From an optimization exercise on the open Yosys and OpenROAD flow, aimed at small area, a short achievable clock period and few clock cycles; shortcuts taken in it are not production practice. Only simulation tests tie the RTL to the original design; equivalence was not proved.

==> inputs of 01-26 <==
==> flow/design.v (excerpt) <==
module stick_radial_dead_zone #(
    parameter int SAMPLE_BITS = 16
) (
    input  logic                            aclk,
    input  logic                            aresetn,
    input  logic                            cfg_we,
    input  logic [srdz_pkg::DEAD_W-1:0]     cfg_wdata,    
    input  logic                            s_tvalid,
    output logic                            s_tready,
    input  logic [2*srdz_pkg::DATA_W-1:0]   s_tdata,      
    output logic                            m_tvalid,
    input  logic                            m_tready,
    output logic [2*srdz_pkg::DATA_W-1:0]   m_tdata,      
    output logic [0:0]                      m_tuser       
);
make LEC_CHECK=0 ABC_AREA=1 CAP_MARGIN=30 CORE_MARGIN=2 CORE_UTILIZATION=55 CTS_BUF_LIST=sky130_fd_sc_hd__clkbuf_8 CTS_CLUSTER_SIZE=30 SETUP_SLACK_MARGIN=3.5 SLEW_MARGIN=30 TNS_END_PERCENT=0 finish   # period 8.0 ns
run.sh (not shown) runs the stock make flow with config.mk's settings and CLKGATE_MAP_FILE= SYNTH_SCRIPT=/design/flow/synth_recipe.tcl, a recipe that flattens the netlist after the stock synthesis.
==> inputs of 01-01, as changes to 01-26 <==
- CAP_MARGIN: 30 -> 20
- CORE_UTILIZATION: 55 -> 50
- SETUP_SLACK_MARGIN: 3.5 -> 3.0
- SLEW_MARGIN: 30 -> 20
==> comparison table <==
quantity	01-01	01-26
Arrival time reported for the critical path endpoint	6030 ps	6060 ps
Detailed-routed wire length on met2	146 mm	147 mm
Routed met3 length	12.8 mm	12.9 mm
Area inside the core boundary	241000 sq um	219000 sq um
Number of DRC markers in iteration 0	5562	5674
# rows	180	172
Length of routed wiring on met1	123 mm	125 mm
Antenna violations before repair	6	5
Post-place instance area	126000 sq um	125000 sq um
TritonCTS buffer count	334	329
First-pass iteration count of the detailed router	9	7
Largest fanout on the critical path	7	6
Fraction of area in registers	0.397	0.393
Core occupancy in the finished layout	0.573	0.635
Estimated wirelength of the detail-placed design	208 mm	210 mm
Clock tree cell share of total cell area	0.0452	0.0425
Gr usage total	0.234	0.261
Count of cell instances traversed by the critical path	30	35
Outcome	timing/DRC/antenna clean	timing/DRC/antenna clean
Delay of the slowest cell on the worst path	450 ps	490 ps
Area occupied by multi-input gates	61600 sq um	62500 sq um
Number of filler cells placed in the layout	20.5k	17.8k
Detail-routed via count per cell	5.35	5.43
Global-route wire length before repair	459 mm	463 mm
Testbench counts of 01-26, summed over its fixed seeds: cycles 12,184.
Testbench counts of 01-01, summed over its fixed seeds: cycles 12,184.

---

==> wip/cedar <==
stick_radial_dead_zone again, from the RTL that the note above started with.
Settings: LEC_CHECK=0, ABC_AREA=1, CAP_MARGIN=20, CORE_MARGIN=2, CORE_UTILIZATION=50, CTS_BUF_LIST=sky130_fd_sc_hd__clkbuf_8, CTS_CLUSTER_SIZE=30, SETUP_SLACK_MARGIN=2.5, SLEW_MARGIN=20; clock period 8.0 ns.
==> wip/tundra: changes against wip/cedar <==
--- a/flow/config.mk
+++ b/flow/config.mk
@@ -6,10 +6,12 @@
 export NUM_CORES = 4
 export LEC_CHECK = 0
 export ABC_AREA = 1
-export CAP_MARGIN = 20
+export CAP_MARGIN = 30
 export CORE_MARGIN = 2
 export CORE_UTILIZATION = 50
 export CTS_BUF_LIST = sky130_fd_sc_hd__clkbuf_8
 export CTS_CLUSTER_SIZE = 30
-export SETUP_SLACK_MARGIN = 2.5
-export SLEW_MARGIN = 20
+export HOLD_SLACK_MARGIN = 0.0
+export SETUP_SLACK_MARGIN = 3.0
+export SLEW_MARGIN = 30
+export TNS_END_PERCENT = 0
==> summary.txt <==
Diodes inserted - 6
Non-clock buffering overhead - 3.56%
R2R depth - 32
Layout fillers - 20,500
Tmin final - 5240 ps
metal2 WL - 147 mm
fraction of area in multi-input gates - 44.6%
CP Buf/Inv Count - 6
clkbuf count - 350
first-pass GRT wire length - 457 mm
outcome - complete, no violations
Seq area share - 39.6%
r2r endpoint - p4_R11[0]
CP max stage delay - 420 ps
[end of results for wip/tundra]
==> summary.txt <==
fraction of area in multi-input gates - 44.7%
outcome - finished with violations
CP max stage delay - 540 ps
R2R depth - 11
max-slew violations - 1
Diodes inserted - 4
Layout Check Fails - max-capacitance violations, max-slew violations
metal2 WL - 144 mm
maxcap violations - 1
first-pass GRT wire length - 451 mm
Layout fillers - 20,700
Tmin final - 5300 ps
CP Buf/Inv Count - 3
[end of results for wip/cedar]
Testbench counts of wip/cedar, summed over its fixed seeds: cycles 12,184.
Testbench counts of wip/tundra, summed over its fixed seeds: cycles 12,184.

port drivers added, routing unchanged:
Ports are ideal in the flow. The routed layouts listed here were re-timed in OpenROAD.
Step 1 assumes that a clkbuf_16 drives the clock port and a buf_2 every other input.
Step 2, shift: input delay + t, output delay - t, t = (earliest + latest rising clock arrival at the registers) / 2. This alone moves slack from input paths to output paths.
Slacks: ideal ports / drivers / drivers and shift; pairs: ideal ports / drivers.
| run | shift t [ns] | slack for setup (ns) | worst hold slack (ns) | worst slew at a driven data input, ns | pins driven straight from the clock port |
|---|---|---|---|---|---|
| 01-26 | 1.116 | 2.735 / 2.735 / 2.735 | 0.313 / 0.313 / 0.313 | 0.07 | 1 |
| 01-01 | 1.112 | 2.785 / 2.785 / 2.785 | 0.321 / 0.321 / 0.321 | 0.04 | 1 |
| wip/cedar | 1.106 | 2.700 / 2.685 / 2.700 | 0.323 / 0.323 / 0.323 | 0.04 | 1 |
| wip/tundra | 1.118 | 2.763 / 2.763 / 2.763 | 0.319 / 0.319 / 0.319 | 0.04 | 1 |
